Source: an optimization exercise on an open RTL-to-GDS flow (aim: small area and a short achievable clock period). Production flows keep margins and buffers that such runs may drop. Only simulation tests tie the RTL to the original design; equivalence was not proved. Power is estimated from default activity; no workload was simulated.

--- flow/config.mk ---
export PLATFORM = sky130hd
export DESIGN_NAME = legv8_core
export DESIGN_NICKNAME = legv8_core
export VERILOG_FILES = /design/flow/design.v
export SDC_FILE = /design/flow/constraint.sdc
export NUM_CORES = 4
export LEC_CHECK = 0
export CAP_MARGIN = 20
export CORE_MARGIN = 2
export CORE_UTILIZATION = 40
export SETUP_SLACK_MARGIN = 3.3
export SLEW_MARGIN = 20
export SYNTH_HIERARCHICAL = 1
export SYNTH_MINIMUM_KEEP_SIZE = 0
--- flow/design.v ---
package legv8_isa_pkg;
  localparam int instr_width  = 32;
  localparam int opcode_width = 11;
  typedef enum logic [opcode_width-1:0] {
    op_add  = 11'b10001011000,
    op_sub  = 11'b11001011000,
    op_and  = 11'b10001010000,
    op_orr  = 11'b10101010000,
    op_ldur = 11'b11111000010,
    op_stur = 11'b11111000000
  } opcode_t;
  localparam int rd_lsb     = 0;    
  localparam int rn_lsb     = 5;    
  localparam int rm_lsb     = 16;   
  localparam int dt_imm_lsb = 12;   
  localparam int opcode_lsb = 21;
  localparam int dt_imm_width = 9;
  typedef enum logic [1:0] {
    kind_bubble = 2'b00,
    kind_alu    = 2'b01,
    kind_load   = 2'b10,
    kind_store  = 2'b11
  } instr_kind_t;
endpackage
package legv8_datapath_pkg;
  localparam int xlen           = 64;
  localparam int reg_addr_width = 5;
  localparam int num_regs       = 32;
  localparam logic [reg_addr_width-1:0] zero_reg = 5'd31;   
  typedef enum logic [3:0] {
    alu_and = 4'b0000,
    alu_orr = 4'b0001,
    alu_add = 4'b0010,
    alu_sub = 4'b0110
  } alu_op_t;
  localparam logic [xlen-1:0] pc_step = 64'd4;
  function automatic logic [xlen-1:0] reset_value(int idx);
    logic [xlen-1:0] val;
    logic [31:0]     idx_bits;
    idx_bits = idx;
    val      = {{(xlen-32){1'b0}}, idx_bits};
    if (idx_bits[reg_addr_width-1:0] == zero_reg) begin
      val = '0;
    end
    reset_value = val;
  endfunction
endpackage
`timescale 1ns/100ps
module fetch_decode #(
  parameter logic [legv8_datapath_pkg::xlen-1:0] reset_pc = '0
) (
  input  logic        CLOCK,
  input  logic        rst,
  input  logic [31:0] instr,
  output logic [63:0] pc,
  output logic        d_alu,    
  output logic        d_ld,
  output logic        d_st,
  output logic        d_sub,
  output logic        d_and,
  output logic        d_orr,
  output logic [4:0]  d_rn,
  output logic [4:0]  d_rs2,    
  output logic [4:0]  d_rd,
  output logic [8:0]  d_imm
);
  logic [63:2] pc_q;
  logic [10:0] op;
  logic        is_add, is_sub, is_and, is_orr, is_ld, is_st;
  assign op     = instr[31:21];
  assign is_add = (op == legv8_isa_pkg::op_add);
  assign is_sub = (op == legv8_isa_pkg::op_sub);
  assign is_and = (op == legv8_isa_pkg::op_and);
  assign is_orr = (op == legv8_isa_pkg::op_orr);
  assign is_ld  = (op == legv8_isa_pkg::op_ldur);
  assign is_st  = (op == legv8_isa_pkg::op_stur);
  always_ff @(posedge CLOCK) begin
    if (rst) begin
      pc_q  <= reset_pc[63:2];
      d_alu <= 1'b0;
      d_ld  <= 1'b0;
      d_st  <= 1'b0;
    end else begin
      pc_q  <= pc_q + 62'd1;
      d_alu <= is_add | is_sub | is_and | is_orr;
      d_ld  <= is_ld;
      d_st  <= is_st;
    end
  end
  always_ff @(posedge CLOCK) begin
    d_sub <= is_sub;
    d_and <= is_and;
    d_orr <= is_orr;
    d_rn  <= instr[9:5];
    d_rs2 <= is_st ? instr[4:0] : instr[20:16];
    d_rd  <= instr[4:0];
    d_imm <= instr[20:12];
  end
  assign pc = {pc_q, reset_pc[1:0]};
endmodule
`timescale 1ns/100ps
module register_file (
  input  logic        CLOCK,
  input  logic        rst,
  input  logic [4:0]  rs1_addr,
  input  logic [4:0]  rs2_addr,
  input  logic        wb_en,
  input  logic [4:0]  wb_addr,
  input  logic [63:0] wb_data,
  output logic [63:0] rs1_data,
  output logic [63:0] rs2_data
);
  logic [63:0] regs [32];
  logic [31:0] sel1, sel2;
  logic [63:0] wd_rst0;   
  logic [4:0]  wd_rst1;   
  assign wd_rst0 = rst ? 64'd0 : wb_data;
  assign wd_rst1 = rst ? 5'h1f : wb_data[4:0];
  for (genvar i = 0; i < 31; i++) begin : g_row
    logic        we;
    logic [63:0] wd;
    assign we = rst | (wb_en & (wb_addr == 5'(i)));
    for (genvar b = 0; b < 64; b++) begin : g_bit
      if (b < 5 && ((i >> b) & 1)) begin : g_one
        assign wd[b] = wd_rst1[b];
      end else begin : g_zero
        assign wd[b] = wd_rst0[b];
      end
    end
    always_ff @(posedge CLOCK) begin
      if (we) regs[i] <= wd;
    end
    assign sel1[i] = (rs1_addr == 5'(i));
    assign sel2[i] = (rs2_addr == 5'(i));
  end
  assign regs[31] = '0;
  assign sel1[31] = 1'b0;
  assign sel2[31] = 1'b0;
  for (genvar b = 0; b < 64; b++) begin : g_col
    logic [31:0] col;
    for (genvar i = 0; i < 32; i++) begin : g_c
      assign col[i] = regs[i][b];
    end
    rd_tree u_rd1 (.d(col), .s(sel1), .y(rs1_data[b]));
    rd_tree u_rd2 (.d(col), .s(sel2), .y(rs2_data[b]));
  end
endmodule
module rd_tree (
  input  logic [31:0] d,
  input  logic [31:0] s,
  output logic        y
);
  logic [3:0] q;
  for (genvar k = 0; k < 4; k++) begin : g_q
    rd_quad u (.d(d[8*k +: 8]), .s(s[8*k +: 8]), .y(q[k]));
  end
  assign y = |q;
endmodule
module rd_quad (
  input  logic [7:0] d,
  input  logic [7:0] s,
  output logic       y
);
  assign y = |(d & s);
endmodule
`timescale 1ns/100ps
module execute_memory (
  input  logic        CLOCK,
  input  logic        rst,
  input  logic        d_alu,
  input  logic        d_ld,
  input  logic        d_st,
  input  logic        d_sub,
  input  logic        d_and,
  input  logic        d_orr,
  input  logic [4:0]  d_rd,
  input  logic [8:0]  d_imm,
  input  logic [63:0] rs1_data,
  input  logic [63:0] rs2_data,
  input  logic [63:0] mem_rdata,
  output logic [63:0] mem_addr,
  output logic [63:0] mem_wdata,
  output logic        mem_read,
  output logic        mem_write,
  output logic        wb_en,
  output logic [4:0]  wb_addr,
  output logic [63:0] wb_data
);
  logic        x_wen, x_ld, x_st, x_arith, x_orr, x_sub;
  logic [4:0]  x_rd;
  logic [63:0] x_a;     
  logic [63:0] x_b;     
  logic [63:0] x_op2;   
  logic [63:0] d_op2;
  logic        d_arith, d_mem;
  logic        m_wen, m_ld, m_st;
  logic [4:0]  m_rd;
  logic [63:0] m_result, m_wdata;
  logic [63:0] result;
  always_ff @(posedge CLOCK) begin
    if (rst) begin
      x_wen <= 1'b0;
      x_ld  <= 1'b0;
      x_st  <= 1'b0;
      m_wen <= 1'b0;
      m_ld  <= 1'b0;
      m_st  <= 1'b0;
    end else begin
      x_wen <= (d_alu | d_ld) & (d_rd != 5'd31);
      x_ld  <= d_ld;
      x_st  <= d_st;
      m_wen <= x_wen;
      m_ld  <= x_ld;
      m_st  <= x_st;
    end
  end
  assign d_mem   = d_ld | d_st;
  assign d_arith = ~(d_and | d_orr);
  assign d_op2   = d_mem   ? {{55{d_imm[8]}}, d_imm} :
                   d_arith ? (rs2_data ^ {64{d_sub}}) : 64'd0;
  always_ff @(posedge CLOCK) begin
    x_arith  <= d_arith;
    x_orr    <= d_orr;
    x_sub    <= d_sub;
    x_rd     <= d_rd;
    x_a      <= rs1_data;
    x_b      <= rs2_data;
    x_op2    <= d_op2;
    m_rd     <= x_rd;
    m_result <= result;
    m_wdata  <= x_b;
  end
  logic [63:0] gen0, prop0, pre, carry;
  logic [63:0] gg [7];
  logic [63:0] pp [7];
  assign gen0  = x_a & x_op2;
  assign prop0 = x_a ^ x_op2;
  assign pre   = x_arith ? prop0 : ((x_a & x_b) | ({64{x_orr}} & (x_a | x_b)));
  assign gg[0] = {gen0[63:1], gen0[0] | (prop0[0] & x_sub)};
  assign pp[0] = prop0;
  for (genvar l = 0; l < 6; l++) begin : g_lvl
    for (genvar i = 0; i < 64; i++) begin : g_node
      if (i >= (1 << l)) begin : g_op
        pg_combine u_c (
          .g_hi(gg[l][i]), .p_hi(pp[l][i]), .g_lo(gg[l][i - (1 << l)]),
          .p_lo(pp[l][i - (1 << l)]), .g(gg[l+1][i]), .p(pp[l+1][i])
        );
      end else begin : g_pass
        assign gg[l+1][i] = gg[l][i];
        assign pp[l+1][i] = pp[l][i];
      end
    end
  end
  assign carry  = {gg[6][62:0], x_sub};
  assign result = pre ^ carry;
  assign mem_addr  = m_result;
  assign mem_wdata = m_wdata;
  assign mem_read  = m_ld;
  assign mem_write = m_st;
  assign wb_en   = m_wen;
  assign wb_addr = m_rd;
  assign wb_data = m_ld ? mem_rdata : m_result;
endmodule
module pg_combine (
  input  logic g_hi,
  input  logic p_hi,
  input  logic g_lo,
  input  logic p_lo,
  output logic g,
  output logic p
);
  assign g = g_hi | (p_hi & g_lo);
  assign p = p_hi & p_lo;
endmodule
`timescale 1ns/100ps
module legv8_core #(
  parameter logic [legv8_datapath_pkg::xlen-1:0] reset_pc = '0
) (
  input  logic                                  CLOCK,
  input  logic                                  rst,
  input  logic [legv8_isa_pkg::instr_width-1:0] instr,
  input  logic [legv8_datapath_pkg::xlen-1:0]   mem_rdata,
  output logic [legv8_datapath_pkg::xlen-1:0]   pc,
  output logic [legv8_datapath_pkg::xlen-1:0]   mem_addr,
  output logic [legv8_datapath_pkg::xlen-1:0]   mem_wdata,
  output logic                                  mem_read,
  output logic                                  mem_write
);
  logic        d_alu, d_ld, d_st, d_sub, d_and, d_orr;
  logic [4:0]  d_rn, d_rs2, d_rd;
  logic [8:0]  d_imm;
  logic [63:0] rs1_data, rs2_data;
  logic        wb_en;
  logic [4:0]  wb_addr;
  logic [63:0] wb_data;
  fetch_decode #(
    .reset_pc(reset_pc)
  ) u_fetch_decode (
    .CLOCK(CLOCK), .rst(rst), .instr(instr), .pc(pc),
    .d_alu(d_alu), .d_ld(d_ld), .d_st(d_st), .d_sub(d_sub), .d_and(d_and),
    .d_orr(d_orr), .d_rn(d_rn), .d_rs2(d_rs2), .d_rd(d_rd), .d_imm(d_imm)
  );
  register_file u_register_file (
    .CLOCK(CLOCK), .rst(rst), .rs1_addr(d_rn), .rs2_addr(d_rs2),
    .wb_en(wb_en), .wb_addr(wb_addr), .wb_data(wb_data),
    .rs1_data(rs1_data), .rs2_data(rs2_data)
  );
  execute_memory u_execute_memory (
    .CLOCK(CLOCK), .rst(rst),
    .d_alu(d_alu), .d_ld(d_ld), .d_st(d_st), .d_sub(d_sub), .d_and(d_and),
    .d_orr(d_orr), .d_rd(d_rd), .d_imm(d_imm),
    .rs1_data(rs1_data), .rs2_data(rs2_data), .mem_rdata(mem_rdata),
    .mem_addr(mem_addr), .mem_wdata(mem_wdata), .mem_read(mem_read),
    .mem_write(mem_write), .wb_en(wb_en), .wb_addr(wb_addr), .wb_data(wb_data)
  );
endmodule
--- flow/constraint.sdc ---
create_clock -name core_clock -period 5.8 [get_ports {CLOCK}]
set_input_delay 1.1600 -clock core_clock [delete_from_list [all_inputs] [get_ports {CLOCK}]]
set_output_delay 1.1600 -clock core_clock [all_outputs]
set_load 0.01 [all_outputs]
--- flow/run.sh ---
#!/bin/bash
# synth_recipe.tcl (not shown) runs the flow's synth.tcl, then flattens the netlist and writes it again
# the make line also repeats each setting of config.mk as NAME=value (left out here)
make -C /OpenROAD-flow-scripts/flow DESIGN_CONFIG=/design/flow/config.mk WORK_HOME=/design/flow/orfs CLKGATE_MAP_FILE= SYNTH_SCRIPT=/design/flow/synth_recipe.tcl finish
==> results.txt <==
-- placed cells by master (no fill, tap or decap), types with 159 or more instances in the layout --
cell	instances
sky130_fd_sc_hd__a22oi_2	159
sky130_fd_sc_hd__and2_1	253
sky130_fd_sc_hd__buf_4	269
sky130_fd_sc_hd__a21o_1	275
sky130_fd_sc_hd__conb_1	258
sky130_fd_sc_hd__dfxtp_1	212
sky130_fd_sc_hd__buf_6	242
sky130_fd_sc_hd__edfxtp_1	1984
sky130_fd_sc_hd__a22oi_1	1889
sky130_fd_sc_hd__clkbuf_16	304
sky130_fd_sc_hd__nand4_1	544
-- area by class of cell --
cell class / instances / area, µm² / area share (%)
inverter: 4 / 15.0 / 0.0116
timing repair buffer: 877 / 11500 / 8.91
sequential: 2415 / 68600 / 53.1
multi-input combinational: 4633 / 36100 / 27.9
antenna: 33 / 82.6 / 0.0639
clock buffer: 378 / 7780 / 6.02
clock inverter: 104 / 927 / 0.718
tap: 3330 / 4170 / 3.23
-- metrics by stage --
stage                     std cells  area [µm²]
final                         11800      129000
after global placement        10800      111000
after CTS                     11600      126000
after detailed placement      10800      111000
after global routing          11700      129000
after floorplan                7113      102000
-- critical path: cells and delay by family, from the launching register on --
kind            cells  cell delay, ps
flops               1             760
compound gates      1             500
simple gates        1             580
buf+inv             2             640
-- state kept, by name, indices dropped and copies added, names as in the netlist, 5 cells and up --
| name | cells |
|---|---|
| u_execute_memory.m_rd | 5 |
| u_execute_memory.m_result | 64 |
| u_execute_memory.m_wdata | 64 |
| u_execute_memory.x_a | 64 |
| u_execute_memory.x_b | 64 |
| u_execute_memory.x_op2 | 64 |
| u_execute_memory.x_rd | 5 |
| u_fetch_decode.d_imm | 9 |
| u_fetch_decode.d_rd | 5 |
| u_fetch_decode.d_rn | 5 |
| u_fetch_decode.d_rs2 | 5 |
| u_fetch_decode.pc_q | 62 |
| u_register_file.regs | 1984 |
-- routing by layer --
layer  wire length [µm]  up-vias  share of wire [%]  GRT usage, %
li1                   -    31900                  -             -
met1             164000    41300                 33          45.3
met2             203000     8280                 41          52.8
met3              78800     2106                 16          13.0
met4              47500       45                9.6          26.6
met5                654        -               0.13         0.438
-- power groups by stage --
stage          registers, mW  logic [mW]  clock network [mW]
2_1_floorplan           24.9        4.22                   0
3_5_place_dp            25.5        8.66                   0
3_3_place_gp            25.4        8.62                   0
4_1_cts                 25.3        9.70                17.1
6_report                25.5        10.7                17.1
5_1_grt                 25.8        10.8                17.8
-- timing repair --
| action | 4_1_cts | 5_1_grt |
|---|---|---|
| resized for setup | 1682 | 254 |
| setup endpoints to repair | 2655 | 1172 |
| gates cloned | 65 | 33 |
| setup buffers | 256 | 86 |
| pin swaps | 186 | 143 |
-- path summary, 6_finish.rpt --
| path | start | end | slack [ps] |
|---|---|---|---|
| worst max-delay path | u_execute_memory.m_rd[0] | u_register_file.regs[17][54] | 2850 |
| worst max register to register | u_execute_memory.m_rd[0] | u_register_file.regs[17][54] | 2850 |
| worst min-delay path | u_execute_memory.x_rd[1] | u_execute_memory.m_rd[1] | 330 |
| worst min register to register | u_execute_memory.x_rd[1] | u_execute_memory.m_rd[1] | 330 |
==> flow_results.xml <==
<?xml version="1.0" encoding="UTF-8"?>
<metrics>
  <group name="run_status">
    <metric name="run_status" unit="">no timing/DRC/antenna violations</metric>
  </group>
  <group name="floorplanning">
    <metric name="i_o_pin_count" unit="">292</metric>
    <metric name="die_w" unit="µm">503</metric>
    <metric name="area_of_the_die" unit="µm²">253000</metric>
    <metric name="core_region_area" unit="µm²">248000</metric>
    <metric name="row_count" unit="">183</metric>
    <metric name="floorplan.initialDensity" unit="%">40.1</metric>
    <metric name="die_h" unit="µm">503</metric>
  </group>
  <group name="worst_setup_path">
    <metric name="timing.critical_path.slowest_stage_cell" unit="">sky130_fd_sc_hd__dfxtp_2</metric>
    <metric name="crit_path_max_incr_delay" unit="ps">760</metric>
    <metric name="crit_chain" unit="">nor2b_4 &gt; buf_12 &gt; a21o_4 &gt; buf_12</metric>
    <metric name="endpoint_kind" unit="">register</metric>
    <metric name="critPathRequiredTime" unit="ps">6330</metric>
    <metric name="ff2ff_path_depth" unit="">4</metric>
    <metric name="critPathMaxFanout" unit="">37</metric>
    <metric name="cpMostUsedCell" unit="">sky130_fd_sc_hd__buf_12</metric>
    <metric name="cp_data_arrival_time" unit="ps">3480</metric>
    <metric name="timing_worst_setup_path_type" unit="">reg -&gt; reg</metric>
    <metric name="timing.critical_path.from_type" unit="">register</metric>
  </group>
  <group name="synthesis">
    <metric name="synthesis.area" unit="µm²">99600</metric>
    <metric name="syn_area_per_cell" unit="µm²">14.5</metric>
    <metric name="ys.warnings.count" unit="">15</metric>
    <metric name="synth_cells" unit="">6857</metric>
  </group>
  <group name="finish">
    <metric name="final.fill_count" unit="">20400</metric>
    <metric name="final_layout_size_suffix_gt1_share" unit="%">24.8</metric>
    <metric name="finalCoreUtilization" unit="%">52.0</metric>
    <metric name="fin_nets" unit="">8371</metric>
    <metric name="area_growth_from_synthesis_to_layout" unit="%">29.7</metric>
  </group>
  <group name="clocking">
    <metric name="cts.path.max_buffers" unit="">4</metric>
    <metric name="insertion_delay_of_the_later_clocked_pin_in_the_worst_skew_pair" unit="ps">980</metric>
    <metric name="cts-hold-fix-buffers" unit="">0</metric>
    <metric name="tritoncts.num_buffers" unit="">278</metric>
    <metric name="cts_tree" unit="">built</metric>
    <metric name="clk_root_buffer_cell" unit="">sky130_fd_sc_hd__clkbuf_16</metric>
    <metric name="htreeDepth" unit="">5</metric>
    <metric name="clock_sinks" unit="">2415</metric>
    <metric name="path_clk_slew" unit="ps">70</metric>
  </group>
  <group name="power_and_ir_drop">
    <metric name="power.share.clock" unit="%">32.1</metric>
    <metric name="p_seq_share" unit="%">47.9</metric>
    <metric name="fin_total_pwr" unit="mW">53.3</metric>
    <metric name="power.net_switching" unit="mW">16.2</metric>
    <metric name="total_leakage_power" unit="nW">46.2</metric>
    <metric name="internal_power" unit="mW">37.2</metric>
    <metric name="combinationalPowerShare" unit="%">20.0</metric>
    <metric name="netSwitchingFraction" unit="%">30.3</metric>
    <metric name="vdd_ir_drop_max" unit="mV">0.351</metric>
    <metric name="pwr_density_cell" unit="nW/µm²">413</metric>
  </group>
  <group name="routing">
    <metric name="post_drt_wl_per_cell" unit="µm">42.0</metric>
    <metric name="num_vias" unit="">83600</metric>
    <metric name="drc" unit="">0</metric>
    <metric name="drt_pass1_iterations" unit="">9</metric>
    <metric name="ant_nets" unit="">0</metric>
    <metric name="via_per_inst" unit="">7.10</metric>
    <metric name="drt_iter0_markers" unit="">15700</metric>
    <metric name="postRouteWirelength" unit="µm">494000</metric>
  </group>
  <group name="placement">
    <metric name="hpwl_reported_at_the_end_of_detailed_placement" unit="µm">249000</metric>
    <metric name="place.port_buffers" unit="">287</metric>
    <metric name="dp_worst_setup_slack" unit="ps">2120</metric>
    <metric name="final_weighted_congestion_of_routability_driven_global_placement" unit="">1.00</metric>
  </group>
  <group name="grt">
    <metric name="global_route.overflow_total" unit="">0</metric>
    <metric name="grt_start_max_net_pins" unit="">94</metric>
    <metric name="groute.usage.overall" unit="%">36.6</metric>
    <metric name="initial_antenna_violation_count" unit="">54</metric>
    <metric name="grt_pass1_vias" unit="">77300</metric>
    <metric name="grt_first_pass_wirelength" unit="µm">632000</metric>
  </group>
  <group name="timing">
    <metric name="max_freq" unit="GHz">0.339</metric>
    <metric name="slew-limit-headroom" unit="%">7.16</metric>
    <metric name="share_of_the_cycle_needed_by_the_critical_path_after_routing" unit="%">50.8</metric>
    <metric name="timing.clock.skew" unit="ps">100</metric>
    <metric name="tightest_slew" unit="ps">1390</metric>
    <metric name="setup-tns-final" unit="ps">0</metric>
    <metric name="timing.final.setup_violations" unit="">0</metric>
    <metric name="fin_hold_ws" unit="ps">327</metric>
    <metric name="layout_setup_ws" unit="ps">2850</metric>
    <metric name="period_minus_slack" unit="ps">2950</metric>
    <metric name="drv_slew" unit="">0</metric>
    <metric name="final_hold_viol_count" unit="">0</metric>
    <metric name="grt_setup_unrepaired" unit="">yes</metric>
  </group>
  <group name="min_path">
    <metric name="worst_hold_path.num_cells" unit="">0</metric>
    <metric name="timing.hold.worst.class" unit="">reg -&gt; reg</metric>
  </group>
  <group name="flow_run">
    <metric name="timing.max_cap.violations" unit="">0</metric>
  </group>
</metrics>

-- separate check: timing with driven ports --
The flow's constraints put no driver on any port. The routed layout listed below was extracted and timed again, unchanged, in two steps. Step 1 sets driving cells, clkbuf_16 on the clock port and buf_2 on the other inputs (assumed; they add their load-dependent delay and slew). Step 2, shift: input delay + t, output delay - t, t = (earliest + latest rising clock arrival at the registers) / 2. This alone moves slack from input paths to output paths. a / b / c = no drivers / after step 1 / after step 2; a / b = the first two.
shift t [ns]: 1.034
slack for setup (ns): 2.851 / 2.851 / 2.244
hold slack, ns: 0.327 / 0.327 / 0.327
After both steps this run still meets setup and hold. For this run, drivers alone change the setup slack by 0.000 ns; drivers and shift together by -0.607 ns.
